This is an optimization exercise on Yosys and OpenROAD, whose aim is small area, not a production implementation.
At most, simulation tests tie the RTL to the original design; equivalence was not proved.
The RTL of run 4 was laid out without a check of its function.
No activity file was given, so power comes from the tool's default toggle rates.

**design.v**
```verilog
module chrom_fitness_evaluator #(
  parameter int NUM_VECTORS  = 16,
  parameter int IN_WIDTH     = 8,
  parameter int OUT_WIDTH    = 8,
  parameter int SUM_WIDTH    = 32,
  parameter int SETTLE_WIDTH = 16,
  parameter int REPEAT_WIDTH = 8
) (
  input  logic                             iClock,
  input  logic                             iReset_n,
  input  logic [NUM_VECTORS*IN_WIDTH-1:0]  iInputSequence,
  input  logic [NUM_VECTORS*OUT_WIDTH-1:0] iExpectedOutput,
  input  logic [NUM_VECTORS*OUT_WIDTH-1:0] iValidOutput,
  input  logic [SETTLE_WIDTH-1:0]          iSettleCycles,
  input  logic [REPEAT_WIDTH-1:0]          iRepeatCount,
  input  logic                             iStartProcessing,
  input  logic                             iDoneProcessingFeedback,
  input  logic                             iStall,
  input  logic [OUT_WIDTH-1:0]             iCircuitOutput,
  output logic [IN_WIDTH-1:0]              oCircuitInput,
  output logic                             oReadyToProcess,
  output logic                             oDoneProcessing,
  output logic [OUT_WIDTH*SUM_WIDTH-1:0]   oErrorSums,
  output logic [2:0]                       oState
);
  localparam int IDX_W = (NUM_VECTORS > 1) ? $clog2(NUM_VECTORS) : 1;
  localparam int MAX_SAMPLES = ((1 << REPEAT_WIDTH) - 1) * NUM_VECTORS;
  localparam int CNT_W_RAW   = $clog2(MAX_SAMPLES + 1);
  localparam int CNT_W       = (CNT_W_RAW < SUM_WIDTH) ? CNT_W_RAW : SUM_WIDTH;
  localparam logic [2:0] ST_IDLE    = 3'd0;
  localparam logic [2:0] ST_APPLY   = 3'd1;
  localparam logic [2:0] ST_SETTLE  = 3'd2;
  localparam logic [2:0] ST_SAMPLE  = 3'd3;
  localparam logic [2:0] ST_DONE    = 3'd4;
  localparam logic [2:0] ST_RELEASE = 3'd5;
  logic [2:0]              state_r;
  logic [2:0]              state_s;
  logic [IN_WIDTH-1:0]     vec_r [NUM_VECTORS];
  logic [OUT_WIDTH-1:0]    exp_r [NUM_VECTORS];
  logic [OUT_WIDTH-1:0]    val_r [NUM_VECTORS];
  logic [SETTLE_WIDTH-1:0] settle_cfg_r;
  logic [SETTLE_WIDTH-1:0] settle_cnt_r;
  logic [REPEAT_WIDTH-1:0] pass_left_r;
  logic [IDX_W-1:0]        index_r;
  logic [IN_WIDTH-1:0]     cin_r;
  logic [CNT_W-1:0]        sum_r [OUT_WIDTH];
  logic                    go_s;
  logic                    idle_s;
  logic                    capture_s;
  logic                    apply_s;
  logic                    settle_s;
  logic                    sample_s;
  logic                    settle_end_s;
  logic                    last_vec_s;
  logic                    more_pass_s;
  logic [OUT_WIDTH-1:0]    err_s;
  logic [NUM_VECTORS-1:0]  idx_oh_s;
  logic [OUT_WIDTH-1:0]    exp_sel_s, val_sel_s;
  logic [IN_WIDTH-1:0]     vec_sel_s;
  always_comb begin
    go_s         = !iStall;
    idle_s       = (state_r == ST_IDLE);
    capture_s    = go_s && idle_s && iStartProcessing;
    apply_s      = go_s && (state_r == ST_APPLY);
    settle_s     = go_s && (state_r == ST_SETTLE);
    sample_s     = go_s && (state_r == ST_SAMPLE);
    settle_end_s = (settle_cnt_r[SETTLE_WIDTH-1:1] == '0);
    last_vec_s   = (index_r == IDX_W'(NUM_VECTORS - 1));
    more_pass_s  = (pass_left_r[REPEAT_WIDTH-1:1] != '0);
    for (int k = 0; k < NUM_VECTORS; k++) idx_oh_s[k] = (index_r == IDX_W'(k));
    err_s        = (iCircuitOutput ^ exp_sel_s) & val_sel_s;
  end
  for (genvar gb = 0; gb < OUT_WIDTH; gb++) begin : g_rd_out
    logic [NUM_VECTORS-1:0] exp_col, val_col;
    for (genvar k = 0; k < NUM_VECTORS; k++) begin : g_col
      assign exp_col[k] = exp_r[k][gb];
      assign val_col[k] = val_r[k][gb];
    end
    chrom_fitness_evaluator_sel16 u_exp (.d(exp_col), .s(idx_oh_s), .y(exp_sel_s[gb]));
    chrom_fitness_evaluator_sel16 u_val (.d(val_col), .s(idx_oh_s), .y(val_sel_s[gb]));
  end
  for (genvar gb = 0; gb < IN_WIDTH; gb++) begin : g_rd_in
    logic [NUM_VECTORS-1:0] vec_col;
    for (genvar k = 0; k < NUM_VECTORS; k++) begin : g_col
      assign vec_col[k] = vec_r[k][gb];
    end
    chrom_fitness_evaluator_sel16 u_vec (.d(vec_col), .s(idx_oh_s), .y(vec_sel_s[gb]));
  end
  always_comb begin
    state_s = state_r;
    if (go_s) begin
      case (state_r)
        ST_IDLE:    if (iStartProcessing) state_s = ST_APPLY;
        ST_APPLY:   state_s = ST_SETTLE;
        ST_SETTLE:  if (settle_end_s) state_s = ST_SAMPLE;
        ST_SAMPLE:  state_s = (!last_vec_s || more_pass_s) ? ST_APPLY : ST_DONE;
        ST_DONE:    if (iDoneProcessingFeedback) state_s = ST_RELEASE;
        ST_RELEASE: if (!iStartProcessing && !iDoneProcessingFeedback) state_s = ST_IDLE;
        default:    state_s = ST_IDLE;
      endcase
    end
  end
  always_ff @(posedge iClock or negedge iReset_n) begin
    if (!iReset_n) state_r <= ST_IDLE;
    else           state_r <= state_s;
  end
  always_ff @(posedge iClock) begin
    if (idle_s) begin
      for (int k = 0; k < NUM_VECTORS; k++) begin
        vec_r[k] <= iInputSequence[k*IN_WIDTH +: IN_WIDTH];
        exp_r[k] <= iExpectedOutput[k*OUT_WIDTH +: OUT_WIDTH];
        val_r[k] <= iValidOutput[k*OUT_WIDTH +: OUT_WIDTH];
      end
      settle_cfg_r <= iSettleCycles;
    end
  end
  always_ff @(posedge iClock) begin
    if (idle_s) pass_left_r <= iRepeatCount;
    else        pass_left_r <= pass_left_r - REPEAT_WIDTH'(sample_s && last_vec_s);
  end
  always_ff @(posedge iClock) begin
    if (state_r == ST_APPLY) settle_cnt_r <= settle_cfg_r;
    else                     settle_cnt_r <= settle_cnt_r - SETTLE_WIDTH'(go_s);
  end
  always_ff @(posedge iClock or negedge iReset_n) begin
    if (!iReset_n)     index_r <= '0;
    else if (sample_s) index_r <= index_r + 1'b1;
  end
  always_ff @(posedge iClock or negedge iReset_n) begin
    if (!iReset_n)    cin_r <= '0;
    else if (apply_s) cin_r <= vec_sel_s;
  end
  for (genvar gb = 0; gb < OUT_WIDTH; gb++) begin : g_sums
    logic [CNT_W-1:0] sum_d;
    chrom_fitness_evaluator_cnt #(.W(CNT_W)) u_cnt (
      .q(sum_r[gb]), .inc(sample_s && err_s[gb]), .clr(capture_s), .d(sum_d)
    );
    always_ff @(posedge iClock or negedge iReset_n) begin
      if (!iReset_n) sum_r[gb] <= '0;
      else           sum_r[gb] <= sum_d;
    end
    assign oErrorSums[gb*SUM_WIDTH +: SUM_WIDTH] = SUM_WIDTH'(sum_r[gb]);
  end
  assign oCircuitInput   = cin_r;
  assign oReadyToProcess = (state_r == ST_IDLE);
  assign oDoneProcessing = (state_r == ST_DONE);
  assign oState          = state_r;
endmodule
module chrom_fitness_evaluator_sel16 (
  input  logic [15:0] d,
  input  logic [15:0] s,
  output logic        y
);
  logic [5:0] t;
  logic [1:0] u;
  chrom_fitness_evaluator_aoi222 g0 (.a1(d[0]),  .a2(s[0]),  .b1(d[1]),  .b2(s[1]),  .c1(d[2]),  .c2(s[2]),  .y(t[0]));
  chrom_fitness_evaluator_aoi222 g1 (.a1(d[3]),  .a2(s[3]),  .b1(d[4]),  .b2(s[4]),  .c1(d[5]),  .c2(s[5]),  .y(t[1]));
  chrom_fitness_evaluator_aoi222 g2 (.a1(d[6]),  .a2(s[6]),  .b1(d[7]),  .b2(s[7]),  .c1(d[8]),  .c2(s[8]),  .y(t[2]));
  chrom_fitness_evaluator_aoi222 g3 (.a1(d[9]),  .a2(s[9]),  .b1(d[10]), .b2(s[10]), .c1(d[11]), .c2(s[11]), .y(t[3]));
  chrom_fitness_evaluator_aoi222 g4 (.a1(d[12]), .a2(s[12]), .b1(d[13]), .b2(s[13]), .c1(d[14]), .c2(s[14]), .y(t[4]));
  assign t[5] = ~(d[15] & s[15]);
  assign u[0] = ~(t[0] & t[1] & t[2]);
  assign u[1] = ~(t[3] & t[4] & t[5]);
  assign y    = u[0] | u[1];
endmodule
module chrom_fitness_evaluator_aoi222 (
  input  logic a1, a2, b1, b2, c1, c2,
  output logic y
);
  assign y = ~((a1 & a2) | (b1 & b2) | (c1 & c2));
endmodule
module chrom_fitness_evaluator_cnt #(
  parameter int W = 12
) (
  input  logic [W-1:0] q,
  input  logic         inc,
  input  logic         clr,
  output logic [W-1:0] d
);
  localparam int H = W / 2;
  logic [W:0] t;
  logic       p_lo;
  assign t[0] = inc;
  assign p_lo = &q[H-1:0];
  for (genvar i = 0; i < W; i++) begin : g_bit
    if (i == H - 1) begin : g_la
      chrom_fitness_evaluator_and2 u_t (.a(inc), .b(p_lo), .y(t[i+1]));
    end else begin : g_rp
      chrom_fitness_evaluator_and2 u_t (.a(t[i]), .b(q[i]), .y(t[i+1]));
    end
    chrom_fitness_evaluator_tgclr u_d (.q(q[i]), .t(t[i]), .tn(t[i+1]), .clr(clr), .d(d[i]));
  end
endmodule
module chrom_fitness_evaluator_tgclr (
  input  logic q,
  input  logic t,
  input  logic tn,
  input  logic clr,
  output logic d
);
  logic y;
  chrom_fitness_evaluator_oa21bi u_y (.a1(q), .a2(t), .b_n(tn), .y(y));
  assign d = ~(clr | y);
endmodule
module chrom_fitness_evaluator_oa21bi (
  input  logic a1,
  input  logic a2,
  input  logic b_n,
  output logic y
);
  assign y = ~((a1 | a2) & ~b_n);
endmodule
module chrom_fitness_evaluator_and2 (
  input  logic a,
  input  logic b,
  output logic y
);
  assign y = a & b;
endmodule
```
**flow/run.sh**
```bash
#!/bin/bash
set -euo pipefail
bash standard.sh \
  "BUFFER_PORTS_ARGS=-buffer_cell sky130_fd_sc_hd__buf_1" \
  "CTS_ARGS=-sink_clustering_enable -repair_clock_nets -buf_list sky130_fd_sc_hd__clkbuf_8 -sink_clustering_size 16 -sink_clustering_max_diameter 60 -dont_use_dummy_load" \
  "SKIP_REPAIR_TIE_FANOUT=1" \
  "REMOVE_ABC_BUFFERS=1" \
  finish > standard.log 2>&1
```
**standard.sh**
```bash
#!/bin/bash
# synth_recipe.tcl (not shown) runs the flow's synth.tcl, then flattens the netlist and writes it again
# the make line also repeats each setting of config.mk as NAME=value (left out here)
make -C /OpenROAD-flow-scripts/flow DESIGN_CONFIG=/design/flow/config.mk WORK_HOME=/design/flow/orfs CLKGATE_MAP_FILE= SYNTH_SCRIPT=/design/flow/synth_recipe.tcl "${@:-finish}"
```
**config.mk**
```make
export PLATFORM = sky130hd
export DESIGN_NAME = chrom_fitness_evaluator
export DESIGN_NICKNAME = chrom_fitness_evaluator
export VERILOG_FILES = /design/flow/design.v
export SDC_FILE = /design/flow/constraint.sdc
export NUM_CORES = 4
export LEC_CHECK = 0
export CAP_MARGIN = 20
export CORE_AREA = 8 8 192 192
export DIE_AREA = 0 0 200 200
export SLEW_MARGIN = 20
export SYNTH_HIERARCHICAL = 1
```
**constraint.sdc**
```tcl
create_clock -name core_clock -period 5.0 [get_ports {iClock}]
set_input_delay 1.0000 -clock core_clock [delete_from_list [all_inputs] [get_ports {iClock}]]
set_output_delay 1.0000 -clock core_clock [all_outputs]
set_load 0.01 [all_outputs]
```
==> flow_metrics.env, run 1 <==
export IMPL_critical_path_class="flop to flop"
export IMPL_drtPass1Iterations=10
export IMPL_tritoncts="built"
export IMPL_die_h_um=200
export IMPL_status="no timing/DRC/antenna violations"
export IMPL_synth_edf_count=400
export IMPL_grt_usage=0.303
export IMPL_setup_violations_final=0
export IMPL_drt_iter0_markers=1771
export IMPL_cap_violations=0
export IMPL_dp_hpwl_mm=47.9
export IMPL_drv_slew=0
export IMPL_io_buffers=529
export IMPL_die_area_sq_mm=0.0400
export IMPL_leakagePower_nw=8.09
export IMPL_area_growth_synth_to_final_pct=9.89
export IMPL_viasPerCell=6.05
export IMPL_netlist_instances=1400
export IMPL_die_x_um=200
export IMPL_core_area_sq_mm=0.0334
export IMPL_post_place_ws_ns=0.810
export IMPL_htree_levels=2
export IMPL_multiInputGateArea_sq_mm=0.00462
export IMPL_r2r_end="sum_r[6][11]"
export IMPL_rsz0062_at_grt="false"
export IMPL_worstSkewPairLatency_ns=0.59
export IMPL_synth_seq_area_share=0.722
export IMPL_cts_setup_buffers=0
export IMPL_relSlewSlack=0.236
export IMPL_cts_resized_gates=0
export IMPL_crit_path_end_kind="flop"
export IMPL_fin_crit_ns=4.31
export IMPL_placement_rows=67
export IMPL_skew_ns=0.0353
export IMPL_nets=2247
export IMPL_r2r_slack_ns=0.69
export IMPL_avgRoutedWirePerCell_um=27.4
export IMPL_clockRootBuffer="clkbuf_8"
export IMPL_min_path_type="primary input to asynchronous set/reset pin"
export IMPL_seq_area_sq_mm=0.0153
export IMPL_drc_errors=0
export IMPL_antenna_found_initial=25
export IMPL_drive_gt1_frac=0.0413
export IMPL_rr_startpoint="index_r[0]"
export IMPL_synth_top_area_share=0.568
export IMPL_synth_cell_area_sq_mm=0.0212
export IMPL_ant_nets=0
export IMPL_vias=13800
export IMPL_cp_required_ns=5.49
export IMPL_final_hold_viol_count=0
export IMPL_grt_max_degree=170
export IMPL_worst_slack_ns=0.693
export IMPL_routed_wl_mm=62.8
export IMPL_cp_arrival_ns=4.80
export IMPL_yosysTopAreaCell="edfxtp_1"
export IMPL_worstMarginPinSlew_ns=1.15
export IMPL_fmaxAchievable_ghz=0.232
export IMPL_synth_cell_types=45
export IMPL_fillers=2447
export IMPL_fin_util=0.695
export IMPL_grt_overflow=0
export IMPL_async_reset_ff_frac=0.207
export IMPL_syn_area_per_cell_sq_um=15.1
export IMPL_crit_path_end="sum_r[6][11]"
export IMPL_gp_congestion=0.883
export IMPL_synth_ff_type="edfxtp_1"
export IMPL_r2r_cells=17
export IMPL_cts_hold_fix_buffers=0
export IMPL_clkSinkCount=535
export IMPL_first_global_vias=13600
export IMPL_cts_buffers=40
export IMPL_yosys_top_cells_area="edfxtp_1 57%, dfrtp_1 13%, a222oi_1 5.7%, buf_4 5.7%, o21bai_1 3.4%"
export IMPL_ir_drop_mv=0.537
export IMPL_initial_core_util=0.632
export IMPL_cts_buffer_depth=3
export IMPL_fin_crit_sh=0.861
export IMPL_whs_ns=0.449
export IMPL_power_per_cell_area_mw_per_mm2=521
export IMPL_clkTransAtPathRegs_ns=0.10
export IMPL_io_pins=690
export IMPL_cp_startpoint="index_r[0]"
export IMPL_worstPathMaxFanout=24
export IMPL_ys_ff_latch=535
export IMPL_grt_pass1_wl_mm=87.2
export IMPL_yosysWarningCount=15
export IMPL_cp_start_kind="flop"
==> placed cells by master, fill, tap and decap left out, types with 12 or more instances in the layout <==
master    instances
dfrtp_1         111
nor2_1          118
diode_2          23
a222oi_1        120
dfxtp_1          24
o21ai_0          21
and3_1           36
nand2_1          58
clkbuf_8         40
and2_1          108
xor2_1           17
xnor2_1          12
o21bai_1         96
nand4_1          36
edfxtp_1        400
buf_1           528
==> worst max-delay path, cell delays in order, from the launching register on <==
cell and delay, ns:
dfrtp_1 0.43, inv_1 0.14, ha_1 0.24, and3_1 0.93, a222oi_1 0.24, and3_1 0.26
nand4_1 0.14, xor2_1 0.09, and3_1 0.22, and2_1 0.19, and2_1 0.18, and2_1 0.18
and2_1 0.19, and2_1 0.19, and2_1 0.19, and2_1 0.16, o21bai_1 0.15, nor2_1 0.10
==> cells by family (layout without fill, tap and decap cells) <==
family	after synthesis	after routing	synth area share
and+or+nand+nor	389	389	0.0965
muxes	8	8	0.00426
DFF	535	535	0.722
adders and majority gates	8	8	0.00473
AOI/OAI and AO/OA	251	251	0.100
buffers and inverters	179	595	0.0602
xor gates and xnor gates	29	29	0.0120
other	1	24	0.000177
==> where the power goes <==
group / internal [mW] / switching [mW] / total [mW]
clock network: 0.722 / 1.27 / 1.99
registers: 6.61 / 0.536 / 7.15
logic: 0.886 / 2.10 / 2.99
total: 8.22 / 3.90 / 12.1
==> registers in the layout (all words and copies together), names as in the netlist, 4 cells and up <==
name	cells
exp_r	128
val_r	128
pass_left_r	8
settle_cnt_r	16
settle_cfg_r	16
cin_r	8
vec_r	128
sum_r	96
index_r	4
==> Yosys stat by module, one instance, submodules excluded, excerpt <==
| module | times used | flops+latches | cells | cell area (sq um) |
|---|---|---|---|---|
| chrom_fitness_evaluator_and2 | 96 | 0 | 1 | 6.26 |
| chrom_fitness_evaluator_oa21bi | 96 | 0 | 1 | 7.51 |
| chrom_fitness_evaluator_aoi222 | 120 | 0 | 1 | 10.0 |
| chrom_fitness_evaluator_sel16 | 24 | 0 | 3 | 16.3 |
| chrom_fitness_evaluator | 1 | 535 | 896 | 17800 |
| chrom_fitness_evaluator_tgclr | 96 | 0 | 1 | 3.75 |
==> stage by stage <==
stage                     instance area, sq um  power [mW]  setup TNS [ns]  cells
after floorplan                          19900        7.87        -3346.73   1232
final                                    23200        12.1               0   2287
after CTS                                23200        12.1               0   2263
after detailed placement                 22600        10.2               0   2223
after global routing                     23200        12.7               0   2282
after global placement                   22600        10.1               0   2223
==> synth_stat cells, types with 12 or more instances <==
| cell | n |
|---|---|
| nand2_1 | 58 |
| nand4_1 | 36 |
| o21ai_0 | 21 |
| buf_4 | 160 |
| o21bai_1 | 96 |
| dfrtp_1 | 111 |
| xnor2_1 | 12 |
| a222oi_1 | 120 |
| and2_1 | 111 |
| and3_1 | 37 |
| edfxtp_1 | 400 |
| nor2_1 | 118 |
| xor2_1 | 17 |
| dfxtp_1 | 24 |
==> per-layer routing <==
| metal | vias up | share of wire | wire, um | GRT usage |
|---|---|---|---|---|
| met5 | - | 0.00083 | 52 | 0 |
| met4 | 8 | 0.033 | 2080 | 0.107 |
| met3 | 109 | 0.11 | 6610 | 0.0666 |
| met2 | 801 | 0.48 | 30200 | 0.490 |
| met1 | 6802 | 0.38 | 23800 | 0.405 |
| li1 | 6107 | - | - | - |
==> worst min path at each step <==
stage | slack [ns] | end | start
after floorplan | 0.42 | settle_cnt_r[0] | settle_cfg_r[0]
after global placement | 0.43 | settle_cnt_r[14] | settle_cfg_r[14]
after global routing | 0.44 | sum_r[7][11] | iReset_n
after detailed placement | 0.44 | settle_cnt_r[8] | settle_cfg_r[8]
after CTS | 0.41 | sum_r[7][11] | iReset_n
final | 0.45 | sum_r[6][10] | iReset_n
==> layout make-up <==
cell class                      instances  area share
Timing Repair Buffer                  544      0.0922
Antenna cell                           23     0.00248
Multi-Input combinational cell        686       0.199
Sequential cell                       535       0.657
Tap cell                              448      0.0241
Inverter                               11     0.00210
Clock buffer                           40      0.0237
==> run 2, diff against run 1 <==
--- a/config.mk
+++ b/config.mk
@@ -8,5 +8,6 @@
 export CAP_MARGIN = 20
 export CORE_AREA = 8 8 192 192
 export DIE_AREA = 0 0 200 200
+export GPL_TIMING_DRIVEN = 0
 export SLEW_MARGIN = 20
 export SYNTH_HIERARCHICAL = 1
==> run 2 against run 1 <==
Still clean. Routed wire length fell by 1.6%. Synthesized cell count did not move. Combinational power rose by 6.7%. Global-route usage fell by 0.51 points. Clock skew rose by 0.016 ns. Area after synthesis did not move. Critical path depth did not move. Critical endpoint is now sum_r[1][11].
==> flow_metrics.env, run 2 <==
export IMPL_initial_core_util=0.632
export IMPL_rsz0062_at_grt="false"
export IMPL_final_common_cell="buf_1"
export IMPL_nets=2244
export IMPL_synth_edf_count=400
export IMPL_cp_start_kind="flop"
export IMPL_drtPass1Iterations=9
export IMPL_crit_path_end_kind="flop"
export IMPL_reg_top3="exp_r x128, val_r x128, vec_r x128"
export IMPL_placement_rows=67
export IMPL_grt_overflow=0
export IMPL_gp_congestion=0.880
export IMPL_io_buffers=529
export IMPL_cts_buffers=41
export IMPL_synth_xor_area_frac=0.0120
export IMPL_synth_mux_area_frac=0.00426
export IMPL_grt_pass1_wl_mm=86.5
export IMPL_synth_top_family_by_area="compound AO/OA/AOI/OAI gates"
export IMPL_dp_cells=2219
export IMPL_drv_slew=0
export IMPL_ys_ff_latch=535
export IMPL_skew_ns=0.0512
export IMPL_cts_resized_gates=0
export IMPL_relSlewSlack=0.495
export IMPL_drive_gt1_frac=0.0463
export IMPL_clkTransAtPathRegs_ns=0.10
export IMPL_status="no timing/DRC/antenna violations"
export IMPL_synth_top_area_share=0.568
export IMPL_whs_ns=0.443
export IMPL_path_common_cell="and2_1"
export IMPL_viasPerCell=6.03
export IMPL_avgRoutedWirePerCell_um=27.1
export IMPL_path_cells="inv_1, ha_1, and3_2, a222oi_1, and3_1, nand4_1, xor2_1, and3_1, and2_1, and2_1, and2_1, and2_1, and2_1, and2_1, and2_1, o21bai_1, nor2_1"
export IMPL_crit_path_top_delay_cell="and3_2"
export IMPL_worstPathMaxFanout=24
export IMPL_io_pins=690
export IMPL_fin_util=0.699
export IMPL_ir_drop_mv=0.361
export IMPL_yosys_top_cells_area="edfxtp_1 57%, dfrtp_1 13%, a222oi_1 5.7%, buf_4 5.7%, o21bai_1 3.4%"
export IMPL_yosys_top_cells_count="400 x edfxtp_1, 160 x buf_4, 120 x a222oi_1, 118 x nor2_1"
export IMPL_yosysMostFrequentCell="edfxtp_1"
export IMPL_core_area_sq_mm=0.0334
export IMPL_die_x_um=200
export IMPL_first_global_vias=13500
export IMPL_critical_path_class="flop to flop"
export IMPL_htree_levels=2
export IMPL_async_reset_ff_frac=0.207
export IMPL_synth_seq_area_share=0.722
export IMPL_synthAdderAreaFrac=0.00473
export IMPL_ant_nets=0
export IMPL_grt_usage=0.298
export IMPL_cts_buffer_depth=3
export IMPL_cts_hold_fix_buffers=0
export IMPL_cap_violations=0
export IMPL_vias=13700
export IMPL_layout_common_cells="528 x buf_1, 400 x edfxtp_1, 120 x a222oi_1, 118 x nor2_1, 111 x dfrtp_1"
export IMPL_routed_wl_mm=61.8
export IMPL_cp_arrival_ns=4.72
export IMPL_dp_hpwl_mm=46.3
export IMPL_min_path_type="primary input to asynchronous set/reset pin"
export IMPL_die_area_sq_mm=0.0400
export IMPL_setup_violations_final=0
export IMPL_synth_cell_area_sq_mm=0.0212
export IMPL_clockRootBuffer="clkbuf_8"
export IMPL_clkSinkCount=535
export IMPL_power_total_mw=12.3
export IMPL_netlist_instances=1400
export IMPL_syn_area_per_cell_sq_um=15.1
export IMPL_yosysTopAreaCell="edfxtp_1"
export IMPL_synthSimpleGateAreaFrac=0.0965
export IMPL_cts_setup_buffers=0
export IMPL_area_growth_synth_to_final_pct=10.5
export IMPL_power_per_cell_area_mw_per_mm2=526
export IMPL_die_h_um=200
export IMPL_worstSkewPairLatency_ns=0.57
export IMPL_fin_crit_ns=4.25
export IMPL_drt_iter0_markers=1811
export IMPL_final_cells=2276
export IMPL_fillers=2383
export IMPL_final_hold_viol_count=0
export IMPL_cp_required_ns=5.47
export IMPL_worstMarginPinSlew_ns=0.758
export IMPL_synth_ff_type="edfxtp_1"
export IMPL_synth_cell_types=45
export IMPL_slowest_delay_ns=0.47
export IMPL_cp_startpoint="index_r[0]"
export IMPL_fmaxAchievable_ghz=0.235
export IMPL_drc_errors=0
export IMPL_grt_max_degree=161
export IMPL_yosysWarningCount=15
export IMPL_path_buf_inv=1
export IMPL_rr_startpoint="index_r[0]"
export IMPL_tritoncts="built"
export IMPL_leakagePower_nw=8.13
export IMPL_antenna_found_initial=21
export IMPL_cp_top_family="simple AND/OR/NAND/NOR gates"
export IMPL_fin_crit_sh=0.850
export IMPL_synth_compound_area_frac=0.100
## run 2: cell counts after synthesis
Identical to the previous run, type by type.
## run 2: cell type report
cell class	count	area (sq um)	share of cell area
diodes	15	37.5	0.00161
clock buffers	41	564	0.0241
inverters	11	46.3	0.00198
multi-input cells	686	4640	0.199
flip-flops and latches	535	15300	0.653
well taps	448	561	0.0240
repair buffers	540	2250	0.0963
## run 2: layer usage
layer / GRT usage / share of wire
met1: 0.387 / 0.38
met5: 0 / 0.0022
met4: 0.0826 / 0.030
met3: 0.0872 / 0.11
met2: 0.487 / 0.48
## run 2: kinds of logic (layout without fill, tap and decap cells)
| group | Yosys count | in the layout |
|---|---|---|
| mux | 8 | 8 |
| flops | 535 | 535 |
| fa+ha+maj | 8 | 8 |
| simple gates | 389 | 389 |
| compound gates | 251 | 251 |
| xor+xnor | 29 | 29 |
| other cells | 1 | 16 |
| buf+inv | 179 | 592 |
## run 2: stage by stage
step / TNS [ns] / setup slack (ns) / instance area, sq um
after detailed placement: 0 / 0.850 / 22700
after global routing: 0 / 0.553 / 23400
after CTS: 0 / 0.792 / 23300
after global placement: -5418.19 / -11.77 / 22500
after floorplan: -3346.73 / -7.61 / 19900
final: 0 / 0.752 / 23400
## run 2: final timing paths
kind                                         to  slack (ns)  cells after the start
worst max-delay path               sum_r[1][11]        0.75                     17
worst min-delay path                sum_r[4][4]        0.44                      1
worst max register to register     sum_r[1][11]        0.75                     17
worst min register to register  settle_cnt_r[8]        0.46                      2
max in group asynchronous           sum_r[0][9]        3.75                      3
min in group core_clock         settle_cnt_r[8]        0.46                      2
## run 2: report_power, final
part | internal, mW | total (mW) | switching (mW)
sequential | 6.59 | 7.10 | 0.514
clock | 0.738 | 2.01 | 1.27
combinational | 0.981 | 3.19 | 2.21
## run 2: modules after synthesis (local to each module, per instance), excerpt
module                          cells inside  cell area [sq um]  flip-flops and latches  copies in the design
chrom_fitness_evaluator_oa21bi             1               7.51                       0                    96
chrom_fitness_evaluator                  896              17800                     535                     1
chrom_fitness_evaluator_and2               1               6.26                       0                    96
chrom_fitness_evaluator_aoi222             1               10.0                       0                   120
chrom_fitness_evaluator_tgclr              1               3.75                       0                    96
chrom_fitness_evaluator_sel16              3               16.3                       0                    24
==> run 3, diff against run 2 <==
==> flow/run.sh (replaced) <==
#!/bin/bash
set -euo pipefail
bash standard.sh \
  "BUFFER_PORTS_ARGS=-buffer_cell sky130_fd_sc_hd__buf_1" \
  "CTS_ARGS=-sink_clustering_enable -repair_clock_nets -buf_list sky130_fd_sc_hd__clkbuf_8 -sink_clustering_size 16 -sink_clustering_max_diameter 60 -dont_use_dummy_load" \
  "SKIP_REPAIR_TIE_FANOUT=1" \
  finish > standard.log 2>&1
--- a/config.mk
+++ b/config.mk
@@ -8,6 +8,5 @@
 export CAP_MARGIN = 20
 export CORE_AREA = 8 8 192 192
 export DIE_AREA = 0 0 200 200
-export GPL_TIMING_DRIVEN = 0
 export SLEW_MARGIN = 20
 export SYNTH_HIERARCHICAL = 1
==> run 3 against run 2 <==
Clock-buffer cell count fell by 1. Via count rose by 1.7%. Flip-flop and latch count did not move. Clock power barely moved. Largest power group unchanged. Critical endpoint is now sum_r[7][11]. First-iteration DRC count rose by 4.9%. Design area fell by 0.68%.
==> flow_metrics.env, run 3 <==
export IMPL_drv_slew=0
export IMPL_synthSimpleGateAreaFrac=0.0965
export IMPL_dpl_instance_area_sq_mm=0.0226
export IMPL_crit_path_end_kind="flop"
export IMPL_yosysWarningCount=15
export IMPL_post_place_ws_ns=0.792
export IMPL_drive_gt1_frac=0.0429
export IMPL_synth_top_area_share=0.568
export IMPL_drc_errors=0
export IMPL_syn_area_per_cell_sq_um=15.1
export IMPL_netlist_instances=1400
export IMPL_fin_crit_sh=0.869
export IMPL_final_hold_viol_count=0
export IMPL_placement_rows=67
export IMPL_comb_power_share=0.248
export IMPL_final_setup_tns_ns=0
export IMPL_p_sw_mw=3.98
export IMPL_fin_crit_ns=4.34
export IMPL_synth_cell_types=45
export IMPL_drtPass1Iterations=10
export IMPL_cap_violations=0
export IMPL_yosysMostFrequentCell="edfxtp_1"
export IMPL_viasPerCell=6.12
export IMPL_final_common_cell="buf_1"
export IMPL_synth_top_family_by_area="compound AO/OA/AOI/OAI gates"
export IMPL_avgRoutedWirePerCell_um=28.4
export IMPL_core_area_sq_mm=0.0334
export IMPL_cts_hold_fix_buffers=0
export IMPL_yosysTopAreaCell="edfxtp_1"
export IMPL_clkTransAtPathRegs_ns=0.10
export IMPL_gp_congestion=0.898
export IMPL_yosys_top_cells_area="edfxtp_1 57%, dfrtp_1 13%, a222oi_1 5.7%, buf_4 5.7%, o21bai_1 3.4%"
export IMPL_io_pins=690
export IMPL_whs_ns=0.407
export IMPL_final_cells=2280
export IMPL_tritoncts="built"
export IMPL_dp_hpwl_mm=49.7
export IMPL_cts_buffers=40
export IMPL_crit_path_top_delay_cell="and3_1"
export IMPL_fillers=2391
export IMPL_min_path_type="primary input to asynchronous set/reset pin"
export IMPL_layout_common_cells="528 x buf_1, 400 x edfxtp_1, 120 x a222oi_1, 118 x nor2_1, 111 x dfrtp_1"
export IMPL_cp_start_kind="flop"
export IMPL_cts_buffer_depth=3
export IMPL_seq_area_sq_mm=0.0153
export IMPL_cts_setup_buffers=0
export IMPL_synthAdderAreaFrac=0.00473
export IMPL_fin_util=0.694
export IMPL_rr_startpoint="index_r[0]"
export IMPL_synth_ff_type="edfxtp_1"
export IMPL_clkSinkCount=535
export IMPL_htree_levels=2
export IMPL_cp_required_ns=5.41
export IMPL_antenna_found_initial=13
export IMPL_area_growth_synth_to_final_pct=9.72
export IMPL_yosys_top_cells_count="400 x edfxtp_1, 160 x buf_4, 120 x a222oi_1, 118 x nor2_1"
export IMPL_relSlewSlack=0.211
export IMPL_seqPwrFrac=0.588
export IMPL_dp_cells=2227
export IMPL_synth_mux_area_frac=0.00426
export IMPL_ant_nets=0
export IMPL_grt_pass1_wl_mm=90.2
export IMPL_ys_ff_latch=535
export IMPL_path_buf_inv=1
export IMPL_routed_wl_mm=64.7
export IMPL_r2r_cells=17
export IMPL_worstSkewPairLatency_ns=0.60
export IMPL_synth_xor_area_frac=0.0120
export IMPL_vias=14000
export IMPL_critical_path_class="flop to flop"
export IMPL_die_h_um=200
export IMPL_synth_edf_count=400
export IMPL_switching_share=0.326
export IMPL_io_buffers=529
export IMPL_slowest_delay_ns=0.97
export IMPL_p_int_mw=8.21
export IMPL_drt_iter0_markers=1900
export IMPL_path_common_cell="and2_1"
export IMPL_leakagePower_nw=8.09
export IMPL_worstMarginPinSlew_ns=1.18
export IMPL_design_area_sq_mm=0.0232
export IMPL_reg_top3="exp_r x128, val_r x128, vec_r x128"
export IMPL_die_area_sq_mm=0.0400
export IMPL_cp_top_family="simple AND/OR/NAND/NOR gates"
export IMPL_setup_violations_final=0
export IMPL_path_cells="inv_1, ha_1, and3_1, a222oi_1, and3_1, nand4_1, xor2_1, and3_1, and2_1, and2_1, and2_1, and2_1, and2_1, and2_1, and2_1, o21bai_1, nor2_1"
export IMPL_fmaxAchievable_ghz=0.230
export IMPL_status="no timing/DRC/antenna violations"
export IMPL_synth_seq_area_share=0.722
export IMPL_ir_drop_mv=0.605
export IMPL_clockRootBuffer="clkbuf_8"
export IMPL_clockPowerShare=0.165
export IMPL_grt_overflow=0
export IMPL_synth_cell_area_sq_mm=0.0212
export IMPL_grt_max_degree=201
export IMPL_die_x_um=200
export IMPL_multiInputGateArea_sq_mm=0.00462
export IMPL_nets=2250
export IMPL_initial_core_util=0.632
export IMPL_skew_ns=0.0481
export IMPL_synth_compound_area_frac=0.100
export IMPL_power_per_cell_area_mw_per_mm2=525
export IMPL_rsz0062_at_grt="false"
export IMPL_r2r_end="sum_r[7][11]"
export IMPL_worst_slack_ns=0.656
export IMPL_async_reset_ff_frac=0.207
export IMPL_r2r_slack_ns=0.66
export IMPL_cts_resized_gates=0
export IMPL_grt_usage=0.313
export IMPL_first_global_vias=13900
export IMPL_worstPathMaxFanout=24
export IMPL_cp_arrival_ns=4.76
export IMPL_power_total_mw=12.2
## run 3: cell counts after synthesis
Identical to the previous run, type by type.
## run 3: kinds of logic (layout without fill, tap and decap cells)
group,after synthesis,after routing
flops,535,535
simple gates,389,389
compound gates,251,251
buf+inv,179,598
xor+xnor,29,29
fa+ha+maj,8,8
mux,8,8
other cells,1,14
## run 3: final cells by class
cell class / instances / area share
clock buffers: 40 / 0.0237
flip-flops and latches: 535 / 0.658
multi-input cells: 686 / 0.199
repair buffers: 547 / 0.0915
inverters: 11 / 0.00248
well taps: 448 / 0.0241
diodes: 13 / 0.00140
## run 3: worst reg2reg max path, cell delays in order, from the launching register on
cell	delay, ns
dfrtp_1	0.43
inv_1	0.13
ha_1	0.22
and3_1	0.97
a222oi_1	0.26
and3_1	0.30
nand4_1	0.12
xor2_1	0.17
and3_1	0.23
and2_1	0.18
and2_1	0.16
and2_1	0.17
and2_1	0.16
and2_1	0.17
and2_1	0.18
and2_1	0.14
o21bai_1	0.11
nor2_1	0.06
## run 3: per-layer routing
metal / track usage / part of all wire
met1: 0.425 / 0.38
met2: 0.510 / 0.49
met3: 0.0649 / 0.10
met4: 0.0916 / 0.026
met5: 0 / 0.00071
## run 3: how the worst max path moves through the flow
stage,from,end,slack (ns),cells past startpoint
floorplan,state_r[2],sum_r[0][0],0.64,6
global placement,index_r[3],sum_r[0][11],0.93,16
detailed placement,index_r[0],sum_r[1][11],0.79,17
CTS,index_r[0],sum_r[1][11],0.72,17
global route,index_r[0],sum_r[7][11],0.44,17
finish,index_r[0],sum_r[7][11],0.66,17
## run 3: per-module statistics from Yosys (local to each module, per instance), a selection
module,times used,cells,flip-flops and latches
chrom_fitness_evaluator_oa21bi,96,1,0
chrom_fitness_evaluator_aoi222,120,1,0
chrom_fitness_evaluator_and2,96,1,0
chrom_fitness_evaluator_sel16,24,3,0
chrom_fitness_evaluator,1,896,535
chrom_fitness_evaluator_tgclr,96,1,0
## run 3: power by group through the flow
| stage | sequential [mW] | clock (mW) | combinational [mW] |
|---|---|---|---|
| floorplan | 7.15 | 0 | 1.93 |
| global placement | 7.20 | 0 | 2.93 |
| detailed placement | 7.25 | 0 | 3.00 |
| CTS | 7.15 | 2.04 | 3.00 |
| global route | 7.28 | 2.18 | 3.25 |
| finish | 7.16 | 2.01 | 3.02 |
==> run 4, diff against run 3 <==
--- a/design.v
+++ b/design.v
@@ -118,10 +118,11 @@
     if (idle_s) pass_left_r <= iRepeatCount;
     else        pass_left_r <= pass_left_r - REPEAT_WIDTH'(sample_s && last_vec_s);
   end
-  always_ff @(posedge iClock) begin
-    if (state_r == ST_APPLY) settle_cnt_r <= settle_cfg_r;
-    else                     settle_cnt_r <= settle_cnt_r - SETTLE_WIDTH'(go_s);
-  end
+  logic [SETTLE_WIDTH-1:0] settle_cnt_d;
+  chrom_fitness_evaluator_dcnt #(.W(SETTLE_WIDTH)) u_settle (
+    .q(settle_cnt_r), .dec(go_s), .ld(state_r == ST_APPLY), .c(settle_cfg_r), .d(settle_cnt_d)
+  );
+  always_ff @(posedge iClock) settle_cnt_r <= settle_cnt_d;
   always_ff @(posedge iClock or negedge iReset_n) begin
     if (!iReset_n)     index_r <= '0;
     else if (sample_s) index_r <= index_r + 1'b1;
@@ -217,3 +218,35 @@
 );
   assign y = a & b;
 endmodule
+module chrom_fitness_evaluator_dcnt #(
+  parameter int W = 16
+) (
+  input  logic [W-1:0] q,
+  input  logic         dec,
+  input  logic         ld,
+  input  logic [W-1:0] c,
+  output logic [W-1:0] d
+);
+  logic [W:0] nb;
+  assign nb[0] = ~dec;
+  for (genvar i = 0; i < W; i++) begin : g_bit
+    chrom_fitness_evaluator_or2 u_b (.a(nb[i]), .b(q[i]), .y(nb[i+1]));
+    chrom_fitness_evaluator_ldx u_d (.q(q[i]), .nt(nb[i]), .ld(ld), .c(c[i]), .d(d[i]));
+  end
+endmodule
+module chrom_fitness_evaluator_or2 (
+  input  logic a,
+  input  logic b,
+  output logic y
+);
+  assign y = a | b;
+endmodule
+module chrom_fitness_evaluator_ldx (
+  input  logic q,
+  input  logic nt,
+  input  logic ld,
+  input  logic c,
+  output logic d
+);
+  assign d = ld ? c : ~(q ^ nt);
+endmodule
==> run 4 against run 3 <==
Utilization is 0.45 points higher. Total power down 1.2%. Final cell count up 1.2%. Synthesized cell count is 0.36% lower. First-iteration DRC count is 3.8% lower. Critical path depth increased by 3. Routed wire length down 0.56%. Maximum frequency down 2.0%. Largest cell class unchanged.
==> flow_metrics.env, run 4 <==
export IMPL_die_h_um=200
export IMPL_synth_ff_type="edfxtp_1"
export IMPL_setup_violations_final=0
export IMPL_grt_pass1_wl_mm=89.7
export IMPL_netlist_instances=1395
export IMPL_cp_start_kind="primary input"
export IMPL_synth_cell_area_sq_mm=0.0211
export IMPL_first_global_vias=13900
export IMPL_avgRoutedWirePerCell_um=27.9
export IMPL_dp_hpwl_mm=49.6
export IMPL_core_area_sq_mm=0.0334
export IMPL_io_buffers=529
export IMPL_reg_top3="exp_r x128, val_r x128, vec_r x128"
export IMPL_antenna_found_initial=26
export IMPL_area_growth_synth_to_final_pct=10.6
export IMPL_drc_errors=0
export IMPL_initial_core_util=0.631
export IMPL_syn_area_per_cell_sq_um=15.1
export IMPL_drv_slew=0
export IMPL_grt_usage=0.312
export IMPL_htree_levels=2
export IMPL_yosys_top_cells_count="400 x edfxtp_1, 162 x buf_4, 120 x a222oi_1, 115 x nor2_1, 111 x dfrtp_1"
export IMPL_routed_wl_mm=64.4
export IMPL_cts_hold_fix_buffers=0
export IMPL_viasPerCell=6.02
export IMPL_synth_edf_count=400
export IMPL_cp_required_ns=5.49
export IMPL_drt_iter0_markers=1828
export IMPL_yosysWarningCount=15
export IMPL_crit_path_end_kind="flop"
export IMPL_fillers=2400
export IMPL_yosys_top_cells_area="edfxtp_1 57%, dfrtp_1 13%, buf_4 5.8%, a222oi_1 5.7%, o21bai_1 3.4%"
export IMPL_cts_buffers=41
export IMPL_worst_slack_ns=0.566
export IMPL_synth_top_area_share=0.569
export IMPL_yosysMostFrequentCell="edfxtp_1"
export IMPL_worstMarginPinSlew_ns=1.08
export IMPL_ys_ff_latch=535
export IMPL_drtPass1Iterations=9
export IMPL_drive_gt1_frac=0.0501
export IMPL_grt_max_degree=181
export IMPL_clkTransAtPathRegs_ns=0.10
export IMPL_skew_ns=0.0565
export IMPL_relSlewSlack=0.279
export IMPL_cts_resized_gates=0
export IMPL_ant_nets=0
export IMPL_final_hold_viol_count=0
export IMPL_clkSinkCount=535
export IMPL_clockRootBuffer="clkbuf_8"
export IMPL_synth_seq_area_share=0.723
export IMPL_cp_arrival_ns=4.92
export IMPL_leakagePower_nw=8.07
export IMPL_post_place_ws_ns=0.00713
export IMPL_die_area_sq_mm=0.0400
export IMPL_nets=2264
export IMPL_power_per_cell_area_mw_per_mm2=515
export IMPL_cts_setup_buffers=0
export IMPL_die_x_um=200
export IMPL_vias=13900
export IMPL_worstPathMaxFanout=2
export IMPL_synth_cell_types=37
export IMPL_final_setup_tns_ns=0
export IMPL_cts_buffer_depth=3
export IMPL_multiInputGateArea_sq_mm=0.00459
export IMPL_rsz0062_at_grt="false"
export IMPL_fmaxAchievable_ghz=0.226
export IMPL_final_common_cell="buf_1"
export IMPL_fin_crit_sh=0.887
export IMPL_io_pins=690
export IMPL_status="no timing/DRC/antenna violations"
export IMPL_layout_common_cells="528 x buf_1, 400 x edfxtp_1, 120 x a222oi_1, 114 x nor2_1, 111 x dfrtp_1"
export IMPL_ir_drop_mv=0.496
export IMPL_grt_overflow=0
export IMPL_seq_area_sq_mm=0.0153
export IMPL_placement_rows=67
export IMPL_worstSkewPairLatency_ns=0.60
export IMPL_min_path_type="primary input to asynchronous set/reset pin"
export IMPL_cap_violations=0
export IMPL_yosysTopAreaCell="edfxtp_1"
export IMPL_gp_congestion=0.905
export IMPL_fin_crit_ns=4.43
export IMPL_tritoncts="built"
export IMPL_critical_path_class="primary input to flop"
export IMPL_async_reset_ff_frac=0.207
## run 4: cell count changes in the layout (fill, tap and decap cells not counted), sizes merged, moves of 3 or more
cell	before	now
xor2	17	26
diode	13	24
buf	546	563
or2	0	17
nor2	118	115
inv	11	8
xnor2	12	6
nor3b	5	1
nand4	36	33
## run 4: where the power goes
| group | internal, mW | switching [mW] | total [mW] | leakage (nW) |
|---|---|---|---|---|
| logic | 0.915 | 2.14 | 3.06 | 2.28 |
| clock network | 0.738 | 1.29 | 2.03 | 0.295 |
| registers | 6.43 | 0.521 | 6.95 | 5.49 |
| total | 8.08 | 3.95 | 12.0 | 8.07 |
## run 4: critical path: stages
cell and delay [ns]:
buf_1 0.08, inv_1 0.07, inv_1 0.06, or2_1 0.23, or2_1 0.23, or2_1 0.23, or2_1 0.22, or2_1 0.24
or2_1 0.24, or2_1 0.24, or2_1 0.24, or2_1 0.24, or2_1 0.22, or2_1 0.24, or2_1 0.24, or2_1 0.22
or2_1 0.22, or2_1 0.22, xor2_1 0.16, o21ai_1 0.07
## run 4: worst paths after layout
check	startpoint	endpoint	slack, ns	depth (start not counted)
max	iStall	settle_cnt_r[15]	0.57	20
min	iReset_n	sum_r[4][4]	0.39	1
max reg2reg	index_r[0]	sum_r[6][11]	0.60	18
min reg2reg	settle_cfg_r[1]	settle_cnt_r[1]	0.46	2
max in group asynchronous	iReset_n	sum_r[6][8]	3.56	2
min in group core_clock	settle_cfg_r[1]	settle_cnt_r[1]	0.46	2
## run 4: cell type report
cell class / count / area share
flip-flops and latches: 535 / 0.654
multi-input cells: 687 / 0.197
repair buffers: 564 / 0.0969
clock buffers: 41 / 0.0242
well taps: 448 / 0.0240
diodes: 24 / 0.00257
inverters: 8 / 0.00198
## run 4: per-layer routing
metal	part of all wire	track usage	vias to the layer above
met5	0.00031	0.0197	-
met4	0.031	0.137	4
met3	0.11	0.0929	106
met2	0.48	0.491	823
met1	0.38	0.401	6835
li1	-	-	6122
## run 4: cells by family (layout without fill, tap and decap cells)
kind of cell,count (synthesis),count (layout),synth area share
adders and majority gates,6,6,0.00355
muxes,8,8,0.00427
xor gates and xnor gates,32,32,0.0133
and+or+nand+nor,390,390,0.0955
DFF,535,535,0.723
AOI/OAI and AO/OA,250,250,0.100
other,1,25,0.000178
buffers and inverters,173,613,0.0599
## run 4: metrics by stage
step / util / std cells / instance area [sq um] / power, mW / hold slack (ns)
after CTS: 0.697 / 2283 / 23300 / 12.0 / 0.360
after global placement: 0.680 / 2242 / 22700 / 9.94 / 0.435
after global routing: 0.698 / 2302 / 23300 / 12.5 / 0.405
final: 0.698 / 2307 / 23400 / 12.0 / 0.386
after floorplan: - / 1395 / 21100 / 8.81 / 0.424
after detailed placement: 0.680 / 2242 / 22700 / 10.1 / 0.437
## run 4: modules after synthesis (local to each module, per instance), excerpt
| module | cells inside | cell area, sq um | flip-flops and latches | copies in the design |
|---|---|---|---|---|
| chrom_fitness_evaluator_and2 | 1 | 6.26 | 0 | 96 |
| chrom_fitness_evaluator | 827 | 17400 | 535 | 1 |
| chrom_fitness_evaluator_aoi222 | 1 | 10.0 | 0 | 120 |
| chrom_fitness_evaluator_sel16 | 3 | 16.3 | 0 | 24 |
| chrom_fitness_evaluator_tgclr | 1 | 3.75 | 0 | 96 |
| chrom_fitness_evaluator_oa21bi | 1 | 7.51 | 0 | 96 |
| chrom_fitness_evaluator_or2 | 1 | 6.26 | 0 | 15 |
| chrom_fitness_evaluator_ldx | 3 | 17.5 | 0 | 16 |

## port drivers added, routing unchanged
No port has a modelled driver above. Below, the same layouts with a new extraction and two added sets of constraints.
Step 1, drivers: a clkbuf_16 drives iClock and a buf_2 each remaining input, both assumed.
Step 2, shift: input delay + t, output delay - t, t = (earliest + latest rising clock arrival at the registers) / 2. This alone moves slack from input paths to output paths.
Slacks: ideal ports / drivers / drivers and shift; pairs: ideal ports / drivers.
run	t (ns)	setup WS [ns]	worst hold slack (ns)	pins driven straight from the clock port
run 1	0.617	0.693 / 0.693 / 0.693	0.449 / 0.431 / 0.454	1
run 2	0.597	0.752 / 0.752 / 0.752	0.443 / 0.421 / 0.455	1
run 3	0.623	0.656 / 0.656 / 0.656	0.407 / 0.390 / 0.445	1
run 4	0.617	0.566 / 0.584 / -0.032	0.386 / 0.364 / 0.459	1
Met with ideal ports but missed after step 2: setup timing in run 4. For run 4, which loses most, drivers alone change the setup slack by +0.018 ns; drivers and shift together by -0.598 ns.
